What follows belongs to an exercise in optimizing a design on an open flow for a short achievable clock period; a production flow would make more cautious choices.
The RTL was checked by simulation tests, not by an equivalence proof against the original design.

## flow/design.v (module list and top-level ports; edited modules follow where they fit)
// module pc_sequencer: 24 lines
// module program_mem: 31 lines
// module instr_decode: 20 lines
// module fmul_s1: 1917 lines
// module fmul_s2: 123 lines
// module alu: 32 lines
// module cmp_finish: 18 lines
// module fmul_exp: 54 lines
// module reg_bank: 100 lines
// module float_core_top: 174 lines
module float_core_top (
  input  logic                clk,
  input  logic                reset,
  input  logic                run,
  input  logic                prog_we,
  input  core_pkg::word_t     prog_data,
  input  core_pkg::port_sel_t p_sel,
  input  core_pkg::word_t     P0,
  input  core_pkg::word_t     P1,
  output core_pkg::word_t     P0_out,
  output core_pkg::word_t     P1_out,
  output core_pkg::word_t     result,
  output logic                result_valid
);
  // ...
==> flow/flow/run.sh <==
#!/bin/bash
# The standard layout, with three changes to how it is made:
# - timing repair aims well below the clock period (the design's own paths
#   are far shorter than the period, and repair_timing only works on paths
#   whose slack is under its margin);
# - full adders are left to abc as plain logic (no ADDER_MAP_FILE), which
#   maps the carry-save tree with faster gates than the adder cells;
# - slow cells are kept out of the netlist: the weak a222oi_1 (its only
#   size), and gates with three- or four-high transistor stacks.
# The synthesis is otherwise the standard one, with the same registers.
set -uo pipefail
here=$(cd "$(dirname "$0")" && pwd)
p=sky130_fd_sc_hd__
slow="${p}a222oi_1"
for c in or4 or4b or4bb nor4 nor4b nor4bb o2111ai a2111oi o2111a a2111o xor3 xnor3 or3 nor3 or3b nor3b; do
  slow="$slow ${p}${c}_*"
done
dont_use="$(cat "$here/platform_dont_use.txt") $slow"
bash standard.sh SETUP_SLACK_MARGIN=12 ADDER_MAP_FILE= "DONT_USE_CELLS=$dont_use" finish > make.log 2>&1
==> flow/flow/platform_dont_use.txt <==
sky130_fd_sc_hd__probe_p_8 sky130_fd_sc_hd__probec_p_8 sky130_fd_sc_hd__lpflow_bleeder_1 sky130_fd_sc_hd__lpflow_clkbufkapwr_1 sky130_fd_sc_hd__lpflow_clkbufkapwr_16 sky130_fd_sc_hd__lpflow_clkbufkapwr_2 sky130_fd_sc_hd__lpflow_clkbufkapwr_4 sky130_fd_sc_hd__lpflow_clkbufkapwr_8 sky130_fd_sc_hd__lpflow_clkinvkapwr_1 sky130_fd_sc_hd__lpflow_clkinvkapwr_16 sky130_fd_sc_hd__lpflow_clkinvkapwr_2 sky130_fd_sc_hd__lpflow_clkinvkapwr_4 sky130_fd_sc_hd__lpflow_clkinvkapwr_8 sky130_fd_sc_hd__lpflow_decapkapwr_12 sky130_fd_sc_hd__lpflow_decapkapwr_3 sky130_fd_sc_hd__lpflow_decapkapwr_4 sky130_fd_sc_hd__lpflow_decapkapwr_6 sky130_fd_sc_hd__lpflow_decapkapwr_8 sky130_fd_sc_hd__lpflow_inputiso0n_1 sky130_fd_sc_hd__lpflow_inputiso0p_1 sky130_fd_sc_hd__lpflow_inputiso1n_1 sky130_fd_sc_hd__lpflow_inputiso1p_1 sky130_fd_sc_hd__lpflow_inputisolatch_1 sky130_fd_sc_hd__lpflow_isobufsrc_1 sky130_fd_sc_hd__lpflow_isobufsrc_16 sky130_fd_sc_hd__lpflow_isobufsrc_2 sky130_fd_sc_hd__lpflow_isobufsrc_4 sky130_fd_sc_hd__lpflow_isobufsrc_8 sky130_fd_sc_hd__lpflow_isobufsrckapwr_16 sky130_fd_sc_hd__lpflow_lsbuf_lh_hl_isowell_tap_1 sky130_fd_sc_hd__lpflow_lsbuf_lh_hl_isowell_tap_2 sky130_fd_sc_hd__lpflow_lsbuf_lh_hl_isowell_tap_4 sky130_fd_sc_hd__lpflow_lsbuf_lh_isowell_4 sky130_fd_sc_hd__lpflow_lsbuf_lh_isowell_tap_1 sky130_fd_sc_hd__lpflow_lsbuf_lh_isowell_tap_2 sky130_fd_sc_hd__lpflow_lsbuf_lh_isowell_tap_4 # # Define fill cells 
==> flow/standard.sh <==
#!/bin/bash
# synth_recipe.tcl (not shown) runs the flow's synth.tcl, then flattens the netlist and writes it again
# the make line also repeats each setting of config.mk as NAME=value (left out here)
make -C /OpenROAD-flow-scripts/flow DESIGN_CONFIG=/design/flow/config.mk WORK_HOME=/design/flow/orfs CLKGATE_MAP_FILE= SYNTH_SCRIPT=/design/flow/synth_recipe.tcl "${@:-finish}"
==> flow/config.mk <==
export PLATFORM = sky130hd
export DESIGN_NAME = float_core_top
export DESIGN_NICKNAME = float_core_top
export VERILOG_FILES = /design/flow/design.v
export SDC_FILE = /design/flow/constraint.sdc
export NUM_CORES = 4
export LEC_CHECK = 0
export ABC_CLOCK_PERIOD_IN_PS = 4000
export CAP_MARGIN = 20
export CORE_MARGIN = 2
export CORE_UTILIZATION = 50
export SETUP_SLACK_MARGIN = 5
export SLEW_MARGIN = 20
==> flow/constraint.sdc <==
create_clock -name core_clock -period 18.0 [get_ports {clk}]
set_input_delay 3.6000 -clock core_clock [delete_from_list [all_inputs] [get_ports {clk}]]
set_output_delay 3.6000 -clock core_clock [all_outputs]
set_load 0.01 [all_outputs]
==> summary.txt, run 1 <==
Initial Util -> 0.504
required time worst endpoint -> 14.40 ns
Root Driver -> clkbuf_16
Ports -> 199
Synth Instances -> 6425
Via density -> 6.44
row cnt -> 129
Hold Buf Count CTS -> 0
CP endpoint kind -> primary output
post-detailed-route DRC marker count -> 0
maximum operating frequency -> 0.133 GHz
Fin. Hold Viols -> 0
GR Util met1 -> 0.500
Post-CTS Setup Inserts -> 381
TritonCTS buffer count -> 102
critical path class -> reg2out
hold slack -> 0.413 ns
Multi-input gate area -> 40900 um2
die area -> 128000 um2
gpl congestion -> 0.994
Synth top area share -> 0.200
CP Capture Point -> result[30]
WL per Instance -> 28.9 um
Max Used Layer -> met5
Largest register FFs -> 416
first-pass GRT wire length -> 359000 um
worst-skew pair later-pin latency -> 0.76 ns
CTS H-tree lvls -> 3
status -> complete, no violations
P&R area growth vs syn -> 31.4%
Register Area -> 25200 um2
post-synth top area cell -> edfxtp_1
commonest non-fill, non-tap cell in the layout -> nand2_1
==> run 2: changes to the inputs <==
--- a/flow/config.mk
+++ b/flow/config.mk
@@ -10,3 +10,3 @@
 export CORE_MARGIN = 2
-export CORE_UTILIZATION = 50
+export CORE_UTILIZATION = 45
 export SETUP_SLACK_MARGIN = 5
==> summary.txt, run 2 <==
status -> complete, no violations (unchanged)
worst-path maximum fanout -> 10 (was 4)
critical path arrival -> 3.84 ns (was 3.92 ns)
CTS tree -> yes (unchanged)
Synth Instances -> 6425 (unchanged)
Distinct cells, synth -> 105 (unchanged)
Ports -> 199 (unchanged)
critical path class -> reg2out (unchanged)
# placed instances -> 8114 (was 7951)
Regs by FF count -> u_program_mem.mem (416), u_reg_bank.regs (256), row0_q (48) (unchanged)
syn nets -> 6527 (unchanged)
Filler Cells Inserted -> 11200 (was 9419)
share of cells above drive strength 1 -> 0.320 (was 0.325)
WL per Instance -> 28.0 um (was 28.9 um)
startpoint types -> flop (unchanged)
synth top area cells -> edfxtp_1 (20%), dfrtp_1 (16%), xnor2_1 (11%) (unchanged)
max-slew violations -> 0 (unchanged)
relative slew slack -> 0.275 (was 0.182)
CP endpoint kind -> primary output (unchanged)
final WL -> 247000 um (was 253000 um)
pin count of the biggest net entering global routing -> 73 (was 88)
first-pass GRT wire length -> 356000 um (was 359000 um)
Post-synth EDFFs -> 416 (unchanged)
fin nets -> 7050 (was 7107)
Via density -> 6.33 (was 6.44)
Hold WC Path Type -> reg2reg (unchanged)
Max Cap Violations -> 0 (unchanged)
Root Driver -> clkbuf_16 (unchanged)
maximum operating frequency -> 0.134 GHz (was 0.133 GHz)
hold slack -> 0.458 ns (was 0.413 ns)
cell with the most instances after synthesis -> xnor2_1 (unchanged)
GRT overflow -> 0 (unchanged)
CTS H-tree lvls -> 3 (unchanged)
number of global-route vias before repair -> 52500 (was 52600)
Clock Sinks -> 938 (unchanged)
Vias -> 55900 (was 56300)
Synth top area share -> 0.200 (unchanged)
Tmin final -> 7.44 ns (was 7.52 ns)
Placed Area -> 67600 um2 (was 67400 um2)
Setup Viol. Count Final -> 0 (unchanged)
Non-Filler Instances -> 8829 (was 8735)
synth warn -> 9 (unchanged)
Longest Clk Path Bufs -> 3 (unchanged)
post-route ant nets -> 0 (unchanged)
most frequent cells in the layout -> nand2_1 (744), xnor2_1 (536), buf_4 (469) (was nand2_1 (745), xnor2_1 (565), buf_4 (526))
register bit count reported by yosys -> 938 (unchanged)
asr flop ratio synth -> 0.432 (unchanged)
gpl congestion -> 0.978 (was 0.994)
row cnt -> 136 (was 129)
Final Instance Area -> 81800 um2 (was 82000 um2)
die area -> 142000 um2 (was 128000 um2)
commonest non-fill, non-tap cell in the layout -> nand2_1 (unchanged)
Initial Util -> 0.454 (was 0.504)
chip width -> 376 um (was 357 um)
Biggest register -> u_program_mem.mem (unchanged)
Clock Skew -> 0.0844 ns (was 0.0818 ns)
ys flop type -> edfxtp_1 (unchanged)
post-detailed-route DRC marker count -> 0 (unchanged)
Mapped Avg Cell Area -> 9.71 um2 (unchanged)
post-synth top area cell -> edfxtp_1 (unchanged)
Commonest cells post-synth -> xnor2_1 (795), nand2_1 (771), o21ai_0 (528), edfxtp_1 (416), dfrtp_1 (404) (unchanged)
Largest register FFs -> 416 (unchanged)
worst-margin pin slew -> 1.09 ns (was 1.23 ns)
DR iter-0 viols -> 6286 (was 7509)
period utilization -> 0.413 (was 0.418)
P&R area growth vs syn -> 31.2% (was 31.4%)
initial antenna violation count -> 10 (was 9)
required time worst endpoint -> 14.40 ns (about the same)
Port Buf Inserts -> 179 (unchanged)
core area -> 137000 um2 (was 124000 um2)
RSZ-0062 raised after global routing -> true (unchanged)
dpl hpwl -> 152000 um (was 153000 um)
post-synthesis sequential area ratio -> 0.400 (unchanged)
Pre-antenna DRT Iters -> 8 (was 9)
Vert. Die Dim -> 376 um (was 357 um)
Synth Cell Area -> 62400 um2 (unchanged)
worst-skew pair later-pin latency -> 0.74 ns (was 0.76 ns)
Worst-path clk slew -> 0.06 ns (was 0.07 ns)
Fin. Hold Viols -> 0 (unchanged)
Setup Total Neg Slack -> 0 ns (unchanged)
overall global routing resource usage -> 0.337 (was 0.383)
TritonCTS buffer count -> 99 (was 102)
-- run 2: changes by cell type in the layout (fill, tap and decap cells not counted), sizes merged, moves of 2 or more --
cell	previous run	this run
clkdlybuf4s50	93	97
clkinv	35	33
dlygate4sd2	21	18
inv	125	119
clkdlybuf4s15	18	23
bufbuf	7	13
bufinv	9	7
buf	790	727
clkinvlp	9	6
-- run 2: logic make-up (layout without fill, tap and decap cells) --
group | Yosys count | in the layout | synth area share
other | 0 | 4 | 0
buffers and inverters | 601 | 1199 | 0.0412
adders and majority gates | 214 | 214 | 0.0352
AOI/OAI and AO/OA | 1789 | 1791 | 0.191
DFF | 938 | 938 | 0.400
xor gates and xnor gates | 1009 | 1010 | 0.145
and+or+nand+nor | 1558 | 1561 | 0.111
muxes | 316 | 318 | 0.0773
-- run 2: critical path, cell delays in order (launching register included) --
cell and delay (ns):
dfxtp_4 0.42, xor2_2 0.21, buf_4 0.22, nand3_1 0.19
a32oi_4 0.35, and3_4 0.25, o211ai_1 0.09, buf_4 0.19
a31oi_4 0.24, o211ai_1 0.11, nand2_1 0.11, xnor2_1 0.08
a221o_4 0.51, buf_6 0.15
-- run 2: path summary, 6_finish.rpt --
check | start | endpoint | slack [ns] | depth (start not counted)
setup reg to reg | row0_q[35] | row0_q[24] | 10.91 | 28
max in group asynchronous | reset | u_reg_bank.regs[3][11] | 12.40 | 5
hold / removal | u_program_mem.rd_data[26] | u_instr_decode.ir[26] | 0.46 | 0
min in group asynchronous | reset | u_reg_bank.regs[3][23] | 3.55 | 3
hold reg to reg | u_program_mem.rd_data[26] | u_instr_decode.ir[26] | 0.46 | 0
setup / recovery | row0_q[36] | result[22] | 10.56 | 13
-- run 2: layout make-up --
type	instances	area [um2]	area share
Multi-Input combinational cell	4894	41300	0.505
Sequential cell	938	25200	0.308
Timing Repair Buffer	892	9270	0.113
Clock buffer	142	2750	0.0336
Tap cell	1794	2240	0.0274
Inverter	123	531	0.00648
Clock inverter	42	520	0.00636
Antenna cell	4	10.0	0.000122
-- run 2: per-layer routing --
metal  up-vias  wire length, um  GRT usage
met3       857            25900     0.0802
met4        12            17700      0.200
met1     27500            98100      0.454
met5         -               70          0
met2      3221           105000      0.495
li1      24400                -          -
-- run 2: timing repair --
item,4_1_cts,5_1_grt
hold buffers,0,0
setup buffers,347,140
cloned,32,7
gates resized for setup,1077,407
setup endpoints to repair,251,300
hold endpoints to repair,0,0
pin swaps,310,320
-- run 2: per-stage QoR --
step	setup slack (ns)	util
3_3_place_gp	8.13	0.492
6_report	10.56	0.595
3_5_place_dp	8.02	0.492
4_1_cts	10.55	0.571
5_1_grt	10.44	0.595
2_1_floorplan	8.95	-

afterwards: timing with drivers on the ports:
In the flow no input, the clock included, has a driving cell. The finished layouts below were timed again as built, in two steps.
Step 1, drivers: a clkbuf_16 drives clk and a buf_2 each remaining input, both assumed.
Step 2 moves the port delays by t, midway between the first and last clock arrival at a register: inputs arrive t later, outputs are due t later. That takes back most of the time a late clock gives input paths.
Three values: no drivers, after step 1, after step 2; two values: the first two.
run | t, ns | slack for setup (ns) | hold slack, ns | latest minus earliest clock arrival (ns) | worst slew at a driven data input, ns
run 1 | 0.799 | 10.477 / 10.393 / 9.988 | 0.413 / 0.413 / 0.413 | 0.081 / 0.081 | 0.25
run 2 | 0.788 | 10.558 / 10.471 / 9.885 | 0.458 / 0.458 / 0.458 | 0.085 / 0.085 | 0.15
After both steps every run listed still meets setup and hold. The setup slack of run 2, which loses most, moves by -0.087 ns with the drivers and by -0.673 ns with both steps.
